Background: an optimization exercise with open tools, aiming at small area, a short achievable clock period and few clock cycles per item. Do not read the settings as production practice.
The RTL was checked by simulation tests, not by an equivalence proof against the original design.
No activity file was given, so power comes from the tool's default toggle rates.

$ cat design.v
package lbmm_pkg;
  localparam int CFG_W     = 13;
  localparam int CFG_IDX_W = 1;
  localparam int PIX_W     = 8;
  localparam int MEAN_W    = 8;
  localparam int COORD_W   = 9;
  localparam int DEF_MAX_WIDTH  = 1024;
  localparam int DEF_MAX_HEIGHT = 4096;
  localparam int DEF_BLOCK_SIZE = 8;
  localparam logic [CFG_W-1:0] RST_FRAME_WIDTH  = 13'd640;
  localparam logic [CFG_W-1:0] RST_FRAME_HEIGHT = 13'd480;
  localparam logic [CFG_IDX_W-1:0] REG_FRAME_WIDTH  = 1'd0;
  localparam logic [CFG_IDX_W-1:0] REG_FRAME_HEIGHT = 1'd1;
  typedef enum logic [2:0] {
    ST_PREP1,
    ST_PREP2,
    ST_IDLE,
    ST_UPD,
    ST_DIV
  } lbmm_state_t;
  typedef struct packed {
    logic capture;
    logic update;
    logic div_start;
    logic load_out;
  } lbmm_cmd_t;
  typedef struct packed {
    logic emit;
    logic div_done;
    logic out_free;
  } lbmm_stat_t;
endpackage
module lbmm_ram #(
  parameter int WIDTH = 14,
  parameter int DEPTH = 512
) (
  input  logic                                  clk,
  input  logic                                  we,
  input  logic [((DEPTH > 1) ? $clog2(DEPTH) : 1)-1:0] waddr,
  input  logic [WIDTH-1:0]                      wdata,
  input  logic                                  re,
  input  logic [((DEPTH > 1) ? $clog2(DEPTH) : 1)-1:0] raddr,
  output logic [WIDTH-1:0]                      rdata
);
  logic [WIDTH-1:0] mem_r [DEPTH];
  logic [WIDTH-1:0] rdata_r;
  always_ff @(posedge clk) begin
    if (we) begin
      mem_r[waddr] <= wdata;
    end
  end
  always_ff @(posedge clk) begin
    if (re) begin
      rdata_r <= mem_r[raddr];
    end
  end
  assign rdata = rdata_r;
endmodule
module lbmm_div #(
  parameter int SUM_W  = 14,
  parameter int PROD_W = 8
) (
  input  logic                       clk,
  input  logic                       rst_n,
  input  logic                       start,
  input  logic [SUM_W-1:0]           dividend,
  input  logic [PROD_W-1:0]          divisor,
  output logic                       done,
  output logic [lbmm_pkg::MEAN_W-1:0] quotient
);
  localparam int WIDE_W = PROD_W + SUM_W;
  localparam int CNT_W  = $clog2(SUM_W);
  logic [WIDE_W-1:0] rem_r, rem_nxt;
  logic [WIDE_W-1:0] dsh_r, dsh_nxt;
  logic [SUM_W-1:0]  q_r, q_nxt;
  logic [CNT_W-1:0]  cnt_r, cnt_nxt;
  logic              busy_r, busy_nxt;
  logic              fits;
  always_comb begin
    fits     = (rem_r >= dsh_r);
    rem_nxt  = rem_r;
    dsh_nxt  = dsh_r;
    q_nxt    = q_r;
    cnt_nxt  = cnt_r;
    busy_nxt = busy_r;
    if (start) begin
      rem_nxt  = WIDE_W'(dividend);
      dsh_nxt  = WIDE_W'(divisor) << (SUM_W - 1);
      q_nxt    = '0;
      cnt_nxt  = CNT_W'(SUM_W - 1);
      busy_nxt = 1'b1;
    end else if (busy_r) begin
      if (fits) begin
        rem_nxt = rem_r - dsh_r;
      end
      q_nxt   = {q_r[SUM_W-2:0], fits};
      dsh_nxt = dsh_r >> 1;
      if (cnt_r == '0) begin
        busy_nxt = 1'b0;
      end else begin
        cnt_nxt = cnt_r - CNT_W'(1);
      end
    end
  end
  always_ff @(posedge clk) begin
    if (!rst_n) begin
      busy_r <= 1'b0;
      cnt_r  <= '0;
    end else begin
      busy_r <= busy_nxt;
      cnt_r  <= cnt_nxt;
    end
  end
  always_ff @(posedge clk) begin
    rem_r <= rem_nxt;
    dsh_r <= dsh_nxt;
    q_r   <= q_nxt;
  end
  assign done     = ~busy_r;
  assign quotient = q_r[lbmm_pkg::MEAN_W-1:0];
endmodule
module lbmm_ctrl (
  input  logic                 clk,
  input  logic                 rst_n,
  input  logic                 in_valid,
  output logic                 in_ready,
  input  logic                 cfg_valid,
  input  lbmm_pkg::lbmm_stat_t stat,
  output lbmm_pkg::lbmm_cmd_t  cmd
);
  lbmm_pkg::lbmm_state_t state_r, state_nxt;
  always_ff @(posedge clk) begin
    if (!rst_n) begin
      state_r <= lbmm_pkg::ST_PREP1;
    end else begin
      state_r <= state_nxt;
    end
  end
  always_comb begin
    state_nxt = state_r;
    cmd       = '0;
    in_ready  = 1'b0;
    case (state_r)
      lbmm_pkg::ST_PREP1: begin
        state_nxt = cfg_valid ? lbmm_pkg::ST_PREP1 : lbmm_pkg::ST_PREP2;
      end
      lbmm_pkg::ST_PREP2: begin
        state_nxt = cfg_valid ? lbmm_pkg::ST_PREP1 : lbmm_pkg::ST_IDLE;
      end
      lbmm_pkg::ST_IDLE: begin
        in_ready = ~cfg_valid;
        if (cfg_valid) begin
          state_nxt = lbmm_pkg::ST_PREP1;
        end else if (in_valid) begin
          cmd.capture = 1'b1;
          state_nxt   = lbmm_pkg::ST_UPD;
        end
      end
      lbmm_pkg::ST_UPD: begin
        cmd.update = 1'b1;
        if (stat.emit) begin
          cmd.div_start = 1'b1;
          state_nxt     = lbmm_pkg::ST_DIV;
        end else begin
          state_nxt = lbmm_pkg::ST_IDLE;
        end
      end
      lbmm_pkg::ST_DIV: begin
        if (stat.div_done && stat.out_free) begin
          cmd.load_out = 1'b1;
          state_nxt    = lbmm_pkg::ST_IDLE;
        end
      end
      default: begin
        state_nxt = lbmm_pkg::ST_IDLE;
      end
    endcase
  end
endmodule
module lbmm_dp #(
  parameter int MAX_WIDTH  = lbmm_pkg::DEF_MAX_WIDTH,
  parameter int MAX_HEIGHT = lbmm_pkg::DEF_MAX_HEIGHT,
  parameter int BLOCK_SIZE = lbmm_pkg::DEF_BLOCK_SIZE
) (
  input  logic                          clk,
  input  logic                          rst_n,
  input  lbmm_pkg::lbmm_cmd_t           cmd,
  output lbmm_pkg::lbmm_stat_t          stat,
  input  logic [lbmm_pkg::PIX_W-1:0]    in_pixel,
  input  logic                          in_frame_start,
  input  logic                          cfg_valid,
  input  logic [lbmm_pkg::CFG_IDX_W-1:0] cfg_index,
  input  logic [lbmm_pkg::CFG_W-1:0]    cfg_data,
  input  logic                          out_ready,
  output logic                          out_valid,
  output logic [lbmm_pkg::COORD_W-1:0]  out_block_column,
  output logic [lbmm_pkg::COORD_W-1:0]  out_block_row,
  output logic [lbmm_pkg::MEAN_W-1:0]   out_mean_luma,
  output logic                          out_frame_last
);
  localparam int CFG_W     = lbmm_pkg::CFG_W;
  localparam int COL_W     = $clog2(MAX_WIDTH);
  localparam int ROW_W     = $clog2(MAX_HEIGHT);
  localparam int SUM_DEPTH = (MAX_WIDTH + BLOCK_SIZE - 1) / BLOCK_SIZE;
  localparam int BR_DEPTH  = (MAX_HEIGHT + BLOCK_SIZE - 1) / BLOCK_SIZE;
  localparam int BC_W      = (SUM_DEPTH > 1) ? $clog2(SUM_DEPTH) : 1;
  localparam int BR_W      = (BR_DEPTH > 1) ? $clog2(BR_DEPTH) : 1;
  localparam int RX_W      = $clog2(BLOCK_SIZE);
  localparam int BSZ_W     = $clog2(BLOCK_SIZE + 1);
  localparam int PROD_W    = 2 * BSZ_W;
  localparam int SUM_W     = $clog2(BLOCK_SIZE * BLOCK_SIZE * ((1 << lbmm_pkg::PIX_W) - 1) + 1);
  localparam int WDM_W     = COL_W + BSZ_W;
  localparam int HDM_W     = ROW_W + BSZ_W;
  localparam int W_RECIP_I = (1 << COL_W) / BLOCK_SIZE;
  localparam int H_RECIP_I = (1 << ROW_W) / BLOCK_SIZE;
  localparam logic [COL_W-1:0] W_RECIP = COL_W'(W_RECIP_I);
  localparam logic [ROW_W-1:0] H_RECIP = ROW_W'(H_RECIP_I);
  localparam logic [RX_W-1:0]  RX_LAST = RX_W'(BLOCK_SIZE - 1);
  logic [CFG_W-1:0] fw_r, fh_r;
  logic [CFG_W-1:0] fw_m1, fh_m1;
  logic [COL_W-1:0] wm1;
  logic [ROW_W-1:0] hm1;
  logic [2*COL_W-1:0] wprod;
  logic [2*ROW_W-1:0] hprod;
  logic [COL_W-1:0]   wq0_r;
  logic [ROW_W-1:0]   hq0_r;
  logic [WDM_W-1:0]   wqb, wr0;
  logic [HDM_W-1:0]   hqb, hr0;
  logic [BC_W-1:0]    last_bc_r;
  logic [RX_W-1:0]    last_rx_r;
  logic [BR_W-1:0]    last_br_r;
  logic [RX_W-1:0]    last_ry_r;
  logic [COL_W-1:0] col_r, col_nxt;
  logic [BC_W-1:0]  bc_r, bc_nxt;
  logic [RX_W-1:0]  rx_r, rx_nxt;
  logic [ROW_W-1:0] row_r, row_nxt;
  logic [BR_W-1:0]  br_r, br_nxt;
  logic [RX_W-1:0]  ry_r, ry_nxt;
  logic [COL_W-1:0] scol;
  logic [BC_W-1:0]  sbc;
  logic [RX_W-1:0]  srx;
  logic [ROW_W-1:0] srow;
  logic [BR_W-1:0]  sbr;
  logic [RX_W-1:0]  sry;
  logic [lbmm_pkg::PIX_W-1:0] pix_r;
  logic [COL_W-1:0] ccol_r;
  logic [BC_W-1:0]  cbc_r;
  logic [RX_W-1:0]  crx_r;
  logic [ROW_W-1:0] crow_r;
  logic [BR_W-1:0]  cbr_r;
  logic [RX_W-1:0]  cry_r;
  logic [SUM_W-1:0] ram_rdata;
  logic [SUM_W-1:0] sum_r, sum_base, sum_nxt;
  logic             row_end, row_last, col_end, band_end;
  logic [BSZ_W-1:0]  bw, bh;
  logic [PROD_W-1:0] divisor;
  logic              div_done;
  logic [lbmm_pkg::MEAN_W-1:0] div_q;
  logic [BC_W-1:0]   pend_bc_r;
  logic [BR_W-1:0]   pend_br_r;
  logic              pend_last_r;
  logic              out_valid_r, out_valid_nxt;
  logic [lbmm_pkg::COORD_W-1:0] out_bc_r, out_br_r;
  logic [lbmm_pkg::MEAN_W-1:0]  out_mean_r;
  logic              out_last_r;
  always_ff @(posedge clk) begin
    if (!rst_n) begin
      fw_r <= lbmm_pkg::RST_FRAME_WIDTH;
      fh_r <= lbmm_pkg::RST_FRAME_HEIGHT;
    end else if (cfg_valid) begin
      case (cfg_index)
        lbmm_pkg::REG_FRAME_WIDTH:  fw_r <= cfg_data;
        lbmm_pkg::REG_FRAME_HEIGHT: fh_r <= cfg_data;
        default: ;
      endcase
    end
  end
  always_comb begin
    fw_m1 = fw_r - CFG_W'(1);
    fh_m1 = fh_r - CFG_W'(1);
    if (fw_r == '0) begin
      wm1 = '0;
    end else if ({1'b0, fw_r} > (CFG_W + 1)'(MAX_WIDTH)) begin
      wm1 = COL_W'(MAX_WIDTH - 1);
    end else begin
      wm1 = fw_m1[COL_W-1:0];
    end
    if (fh_r == '0) begin
      hm1 = '0;
    end else if ({1'b0, fh_r} > (CFG_W + 1)'(MAX_HEIGHT)) begin
      hm1 = ROW_W'(MAX_HEIGHT - 1);
    end else begin
      hm1 = fh_m1[ROW_W-1:0];
    end
  end
  assign wprod = (2 * COL_W)'(wm1) * (2 * COL_W)'(W_RECIP);
  assign hprod = (2 * ROW_W)'(hm1) * (2 * ROW_W)'(H_RECIP);
  always_ff @(posedge clk) begin
    wq0_r <= wprod[2*COL_W-1:COL_W];
    hq0_r <= hprod[2*ROW_W-1:ROW_W];
  end
  assign wqb = WDM_W'(wq0_r) * WDM_W'(BLOCK_SIZE);
  assign hqb = HDM_W'(hq0_r) * HDM_W'(BLOCK_SIZE);
  assign wr0 = WDM_W'(wm1) - wqb;
  assign hr0 = HDM_W'(hm1) - hqb;
  always_ff @(posedge clk) begin
    if (wr0 >= WDM_W'(BLOCK_SIZE)) begin
      last_bc_r <= BC_W'(wq0_r + COL_W'(1));
      last_rx_r <= RX_W'(wr0 - WDM_W'(BLOCK_SIZE));
    end else begin
      last_bc_r <= BC_W'(wq0_r);
      last_rx_r <= RX_W'(wr0);
    end
    if (hr0 >= HDM_W'(BLOCK_SIZE)) begin
      last_br_r <= BR_W'(hq0_r + ROW_W'(1));
      last_ry_r <= RX_W'(hr0 - HDM_W'(BLOCK_SIZE));
    end else begin
      last_br_r <= BR_W'(hq0_r);
      last_ry_r <= RX_W'(hr0);
    end
  end
  always_comb begin
    if (in_frame_start) begin
      scol = '0;
      sbc  = '0;
      srx  = '0;
      srow = '0;
      sbr  = '0;
      sry  = '0;
    end else begin
      if (col_r > wm1) begin
        scol = wm1;
        sbc  = last_bc_r;
        srx  = last_rx_r;
      end else begin
        scol = col_r;
        sbc  = bc_r;
        srx  = rx_r;
      end
      if (row_r > hm1) begin
        srow = hm1;
        sbr  = last_br_r;
        sry  = last_ry_r;
      end else begin
        srow = row_r;
        sbr  = br_r;
        sry  = ry_r;
      end
    end
  end
  always_ff @(posedge clk) begin
    if (cmd.capture) begin
      pix_r  <= in_pixel;
      ccol_r <= scol;
      cbc_r  <= sbc;
      crx_r  <= srx;
      crow_r <= srow;
      cbr_r  <= sbr;
      cry_r  <= sry;
    end
  end
  lbmm_ram #(
    .WIDTH (SUM_W),
    .DEPTH (SUM_DEPTH)
  ) u_sums (
    .clk   (clk),
    .we    (cmd.update & col_end),
    .waddr (cbc_r),
    .wdata (sum_nxt),
    .re    (cmd.capture),
    .raddr (sbc),
    .rdata (ram_rdata)
  );
  always_comb begin
    if (crx_r == '0) begin
      sum_base = (cry_r == '0) ? '0 : ram_rdata;
    end else begin
      sum_base = sum_r;
    end
    sum_nxt  = sum_base + SUM_W'(pix_r);
    row_end  = (ccol_r == wm1);
    row_last = (crow_r == hm1);
    col_end  = (crx_r == RX_LAST) || row_end;
    band_end = (cry_r == RX_LAST) || row_last;
  end
  always_comb begin
    col_nxt = ccol_r + COL_W'(1);
    bc_nxt  = cbc_r;
    rx_nxt  = crx_r + RX_W'(1);
    row_nxt = crow_r;
    br_nxt  = cbr_r;
    ry_nxt  = cry_r;
    if (row_end) begin
      col_nxt = '0;
      bc_nxt  = '0;
      rx_nxt  = '0;
      if (row_last) begin
        row_nxt = '0;
        br_nxt  = '0;
        ry_nxt  = '0;
      end else begin
        row_nxt = crow_r + ROW_W'(1);
        if (cry_r == RX_LAST) begin
          ry_nxt = '0;
          br_nxt = cbr_r + BR_W'(1);
        end else begin
          ry_nxt = cry_r + RX_W'(1);
        end
      end
    end else if (crx_r == RX_LAST) begin
      rx_nxt = '0;
      bc_nxt = cbc_r + BC_W'(1);
    end
  end
  always_ff @(posedge clk) begin
    if (!rst_n) begin
      col_r <= '0;
      bc_r  <= '0;
      rx_r  <= '0;
      row_r <= '0;
      br_r  <= '0;
      ry_r  <= '0;
      sum_r <= '0;
    end else if (cmd.update) begin
      col_r <= col_nxt;
      bc_r  <= bc_nxt;
      rx_r  <= rx_nxt;
      row_r <= row_nxt;
      br_r  <= br_nxt;
      ry_r  <= ry_nxt;
      sum_r <= sum_nxt;
    end
  end
  always_comb begin
    bw = (cbc_r == last_bc_r) ? (BSZ_W'(last_rx_r) + BSZ_W'(1)) : BSZ_W'(BLOCK_SIZE);
    bh = (cbr_r == last_br_r) ? (BSZ_W'(last_ry_r) + BSZ_W'(1)) : BSZ_W'(BLOCK_SIZE);
    divisor = PROD_W'(bw) * PROD_W'(bh);
  end
  lbmm_div #(
    .SUM_W  (SUM_W),
    .PROD_W (PROD_W)
  ) u_div (
    .clk      (clk),
    .rst_n    (rst_n),
    .start    (cmd.div_start),
    .dividend (sum_nxt),
    .divisor  (divisor),
    .done     (div_done),
    .quotient (div_q)
  );
  always_ff @(posedge clk) begin
    if (cmd.div_start) begin
      pend_bc_r   <= cbc_r;
      pend_br_r   <= cbr_r;
      pend_last_r <= row_end & row_last;
    end
  end
  always_comb begin
    if (cmd.load_out) begin
      out_valid_nxt = 1'b1;
    end else if (out_ready) begin
      out_valid_nxt = 1'b0;
    end else begin
      out_valid_nxt = out_valid_r;
    end
  end
  always_ff @(posedge clk) begin
    if (!rst_n) begin
      out_valid_r <= 1'b0;
    end else begin
      out_valid_r <= out_valid_nxt;
    end
  end
  always_ff @(posedge clk) begin
    if (cmd.load_out) begin
      out_bc_r   <= lbmm_pkg::COORD_W'(pend_bc_r);
      out_br_r   <= lbmm_pkg::COORD_W'(pend_br_r);
      out_mean_r <= div_q;
      out_last_r <= pend_last_r;
    end
  end
  assign stat.emit     = col_end & band_end;
  assign stat.div_done = div_done;
  assign stat.out_free = ~out_valid_r | out_ready;
  assign out_valid        = out_valid_r;
  assign out_block_column = out_bc_r;
  assign out_block_row    = out_br_r;
  assign out_mean_luma    = out_mean_r;
  assign out_frame_last   = out_last_r;
endmodule
module luma_block_mean_mosaic #(
  parameter int MAX_WIDTH  = lbmm_pkg::DEF_MAX_WIDTH,
  parameter int MAX_HEIGHT = lbmm_pkg::DEF_MAX_HEIGHT,
  parameter int BLOCK_SIZE = lbmm_pkg::DEF_BLOCK_SIZE
) (
  input  logic                           clk,
  input  logic                           rst_n,
  input  logic                           in_valid,
  output logic                           in_ready,
  input  logic [lbmm_pkg::PIX_W-1:0]     in_pixel,
  input  logic                           in_frame_start,
  output logic                           out_valid,
  input  logic                           out_ready,
  output logic [lbmm_pkg::COORD_W-1:0]   out_block_column,
  output logic [lbmm_pkg::COORD_W-1:0]   out_block_row,
  output logic [lbmm_pkg::MEAN_W-1:0]    out_mean_luma,
  output logic                           out_frame_last,
  input  logic                           cfg_valid,
  output logic                           cfg_ready,
  input  logic [lbmm_pkg::CFG_IDX_W-1:0] cfg_index,
  input  logic [lbmm_pkg::CFG_W-1:0]     cfg_data
);
  lbmm_pkg::lbmm_cmd_t  cmd;
  lbmm_pkg::lbmm_stat_t stat;
  assign cfg_ready = 1'b1;
  lbmm_ctrl u_ctrl (
    .clk       (clk),
    .rst_n     (rst_n),
    .in_valid  (in_valid),
    .in_ready  (in_ready),
    .cfg_valid (cfg_valid),
    .stat      (stat),
    .cmd       (cmd)
  );
  lbmm_dp #(
    .MAX_WIDTH  (MAX_WIDTH),
    .MAX_HEIGHT (MAX_HEIGHT),
    .BLOCK_SIZE (BLOCK_SIZE)
  ) u_dp (
    .clk              (clk),
    .rst_n            (rst_n),
    .cmd              (cmd),
    .stat             (stat),
    .in_pixel         (in_pixel),
    .in_frame_start   (in_frame_start),
    .cfg_valid        (cfg_valid),
    .cfg_index        (cfg_index),
    .cfg_data         (cfg_data),
    .out_ready        (out_ready),
    .out_valid        (out_valid),
    .out_block_column (out_block_column),
    .out_block_row    (out_block_row),
    .out_mean_luma    (out_mean_luma),
    .out_frame_last   (out_frame_last)
  );
endmodule
$ cat run.sh
#!/bin/bash
# synth_recipe.tcl (not shown) runs the flow's synth.tcl, then flattens the netlist and writes it again
# the make line also repeats each setting of config.mk as NAME=value (left out here)
make -C /OpenROAD-flow-scripts/flow DESIGN_CONFIG=/design/flow/config.mk WORK_HOME=/design/flow/orfs CLKGATE_MAP_FILE= SYNTH_SCRIPT=/design/flow/synth_recipe.tcl finish
$ cat config.mk
export PLATFORM = sky130hd
export DESIGN_NAME = luma_block_mean_mosaic
export DESIGN_NICKNAME = luma_block_mean_mosaic
export VERILOG_FILES = /design/flow/design.v
export SDC_FILE = /design/flow/constraint.sdc
export NUM_CORES = 4
export LEC_CHECK = 0
export CAP_MARGIN = 20
export CORE_MARGIN = 2
export CORE_UTILIZATION = 35
export PLACE_DENSITY = 0.5
export SLEW_MARGIN = 20
export SYNTH_MEMORY_MAX_BITS = 4096
$ cat constraint.sdc
create_clock -name core_clock -period 12.0 [get_ports {clk}]
set_input_delay 2.4000 -clock core_clock [delete_from_list [all_inputs] [get_ports {clk}]]
set_output_delay 2.4000 -clock core_clock [all_outputs]
set_load 0.01 [all_outputs]
==> flow_summary.toml <==
[routing]
postRouteAntennaNets = 0
dr_total_vias = 51186
drcViolationCount = 0
drt_iter0_markers = 5288
drt_wl_total_microns = 251000
first_pass_iters = 6
wl_per_cell_microns = 26.5
viasPerCell = 5.42

[clocking]
cts_max_level = 4
clock_path_buffers = 3
cts_root_buf = "clkbuf_16"
ctsHoldBuffers = 0
clk_pin_slew_ns = 0.06
clock_sinks = 2082
postCtsSetupBuffers = 0
clock_latency_ns = 0.88
cts_buffers = 215
cts-resized-gates = 0
cts_tree = "yes"

[worst_hold_path]
hold_class = "reg -> reg"
min_from = "u_dp.pend_br_r[8]"
hold_depth = 0
hold_path_end = "u_dp.out_br_r[8]"

[critical_path]
slowest_stage = "nor4bb_1"
crit_required_ns = 12.62
slowest_delay_ns = 0.94
cp-start-kind = "register"
end_kind = "register"
reg2reg_from = "u_dp.fw_r[0]"
r2r-end = "u_dp.u_sums.rdata_r[2]"
critical_path_class = "reg -> reg"
ff2ff_path_depth = 20
r2r_setup_slack_ns = 3.68
timing.critical_path.fanout_max = 143
crit_chain = "inv_1, ha_1, nor4b_1, a21oi_1, or3_1, a21boi_0, ha_1, nand4_1, a211oi_1, a2111o_1, nand3_1, a21o_4, buf_4, buf_12, nor2_4, buf_4, a222oi_1, nor4bb_1, nor4_1, and4_1"
worstPathArrival_ns = 8.94

[sta]
worst_pin_slew_ns = 1.19
final-setup-viol-count = 0
relSlewSlack = 0.195
post-route-min-period_ns = 8.32
post-route-period-util = 0.693
max_freq_mhz = 120
tns_ns = 0
hold_violations = 0
maxSlewViolCount = 0
clock_skew_ns = 0.0675
rsz0062_at_grt = "no"

[placement]
dp.cells = 9039
gp_congestion = 0.844
portBuffers = 54
hpwl_microns = 151000

[cells_and_area]
mostFrequentLayoutCell = "edfxtp_1"
nNetsFinal = 6188
fin_cells = 9443
layout_common_cells = "1922 x edfxtp_1, 785 x nand2_1, 372 x mux2i_1"
nFillCells = 22516
syn_to_final_growth_pct = 13.9
drive_above_1_share = 0.132

[global_route]
grt_util_all_layers = 0.197
grt_antenna_before_repair = 10
grt-ovfl-total = 0
grt_pass1_vias = 49815
grt_max_degree = 144
grt_pass1_wl_microns = 361000

[yosys]
synth.distinct_cells = 85
synth.yosys.seq_area_share = 0.711
yosys-top-cells-area = "edfxtp_1 67%, mux2i_1 4.4%, dfxtp_1 3.7%"
syn_inst = 5930
synth-seq-cells = 2082
ys.flop_type = "edfxtp_1"
yosysTopAreaCell = "edfxtp_1"
yosysTopAreaCellShare = 0.674
syn-cell-area_sq_um = 85700
synth_edf_count = 1922
postSynthAreaPerCell_sq_um = 14.4
yosys_warnings = 4
async_flop_share = 0

[status]
outcome = "finished clean"

[die]
rows = 181
fp.dieH_microns = 499
dieArea_sq_um = 249000
die_w_microns = 499
coreArea_sq_um = 243000
start_util = 0.352
ios = 58

[flow_run]
max_cap_viol_count = 0

[pwr]
peakVddDrop_v = 0.000123
power_density_nw_per_um2 = 150
p_leak_nw = 33.9
## worst max path at each step
stage                  start                        to  slack [ns]
6_report        u_dp.fw_r[0]    u_dp.u_sums.rdata_r[2]        3.68
5_1_grt         u_dp.fw_r[0]    u_dp.u_sums.rdata_r[2]        3.36
4_1_cts         u_dp.fw_r[0]    u_dp.u_sums.rdata_r[2]        3.87
3_5_place_dp    u_dp.fw_r[0]    u_dp.u_sums.rdata_r[2]        3.87
3_3_place_gp    u_dp.fw_r[0]   u_dp.u_sums.rdata_r[10]        3.18
2_1_floorplan  u_dp.crx_r[0]  u_dp.u_sums.mem_r[0][10]        4.40
## area by class of cell
| class | instances | area (sq um) | share of cell area |
|---|---|---|---|
| antenna | 4 | 10.0 | 0.000103 |
| clock buffer | 273 | 5680 | 0.0582 |
| clock inverter | 127 | 956 | 0.00980 |
| inverter | 118 | 460 | 0.00472 |
| multi-input combinational | 3375 | 23300 | 0.239 |
| sequential | 2082 | 60900 | 0.624 |
| tap | 3202 | 4010 | 0.0411 |
| timing repair buffer | 262 | 2200 | 0.0226 |
## kinds of logic (layout without fill, tap and decap cells)
group / count (synthesis) / after routing / share of synthesized area
buffers and inverters: 474 / 780 / 0.0214
flip-flops: 2082 / 2082 / 0.711
adder cells (fa/ha/maj): 109 / 109 / 0.0166
AND/OR/NAND/NOR: 1604 / 1604 / 0.0884
other: 2 / 7 / 0.0000877
XOR/XNOR: 115 / 115 / 0.0119
AO/OA/AOI/OAI: 970 / 970 / 0.0752
multiplexers: 574 / 574 / 0.0753
## flip-flops by register name, summed over array words and instances (netlist names), 10 cells and up
signal / flops
u_dp.ccol_r: 10
u_dp.col_r: 10
u_dp.crow_r: 12
u_dp.fh_r: 13
u_dp.fw_r: 13
u_dp.row_r: 12
u_dp.sum_r: 14
u_dp.u_div.dsh_r: 21
u_dp.u_div.rem_r: 22
u_dp.u_sums.mem_r: 1792
u_dp.u_sums.rdata_r: 14
## worst max-delay path, delay by kind of cell, from the launching register on
| kind | cells | cell delay [ns] |
|---|---|---|
| compound gates | 6 | 2.34 |
| fa+ha+maj | 2 | 0.60 |
| buf+inv | 4 | 1.62 |
| flops | 1 | 0.37 |
| simple gates | 8 | 2.74 |
## metal layers
| layer | vias up | part of all wire | routed length [microns] | global-route usage |
|---|---|---|---|---|
| li1 | 22970 | - | - | - |
| met1 | 26385 | 0.45 | 114000 | 0.283 |
| met2 | 1524 | 0.46 | 115000 | 0.309 |
| met3 | 303 | 0.063 | 15800 | 0.0338 |
| met4 | 4 | 0.023 | 5770 | 0.0494 |
| met5 | - | 0.00011 | 27 | 0 |
## cell usage after synthesis, types with 88 or more instances
master / instances
a21oi_1: 240
dfxtp_1: 160
mux2i_1: 374
nor4_1: 90
nand2_1: 788
edfxtp_1: 1922
a211oi_1: 105
o22ai_1: 88
ha_1: 98
a311oi_1: 89
nor2_1: 253
clkbuf_1: 273
o21ai_0: 180
inv_1: 115
and3_1: 106
mux2_2: 160
## power breakdown
part,internal (mW),switching [mW]
Clock,3.48,2.87
Combinational,0.125,0.217
Sequential,7.87,0.0484
## per-stage QoR
step | hold slack, ns | cell area [sq um] | power, mW | utilization | setup WS, ns
finish | 0.418 | 97600 | 14.6 | 0.401 | 3.68
global route | 0.422 | 97600 | 15.1 | 0.401 | 3.36
CTS | 0.420 | 97600 | 14.7 | 0.401 | 3.87
detailed placement | 0.405 | 90900 | 8.41 | 0.374 | 3.87
global placement | 0.403 | 90800 | 8.41 | 0.374 | 3.18
floorplan | 0.400 | 85700 | 8.29 | - | 4.40
Testbench counts, summed over its fixed seeds: cycles 296,378, pixels 130,066.

what the ideal ports hide:
No port has a modelled driver above. Below, the same layout with a new extraction and two added sets of constraints. Step 1 (the two cells are an assumption about what drives the block):
set clk [get_ports {clk}]
set_driving_cell -lib_cell sky130_fd_sc_hd__clkbuf_16 $clk
set_driving_cell -lib_cell sky130_fd_sc_hd__buf_2 [delete_from_list [all_inputs] $clk]
Step 2 adds t to the input delays and takes it off the output delays; t is the mean of the earliest and latest rising clock arrival at the registers after step 1. Input paths then give back, and output paths get back, about the clock's delay inside the block. a / b / c = ideal ports / drivers / drivers and shift; a / b = the first two.
shift t [ns]: 0.933
setup WS [ns]: 3.681 / 3.681 / 3.681
hold slack, ns: 0.418 / 0.418 / 0.418
slew at the worst register clock pin (ns): 0.07 / 0.07
After both steps setup and hold are still met in this run. The setup slack of this run moves by 0.000 ns with the drivers and by 0.000 ns with both steps.
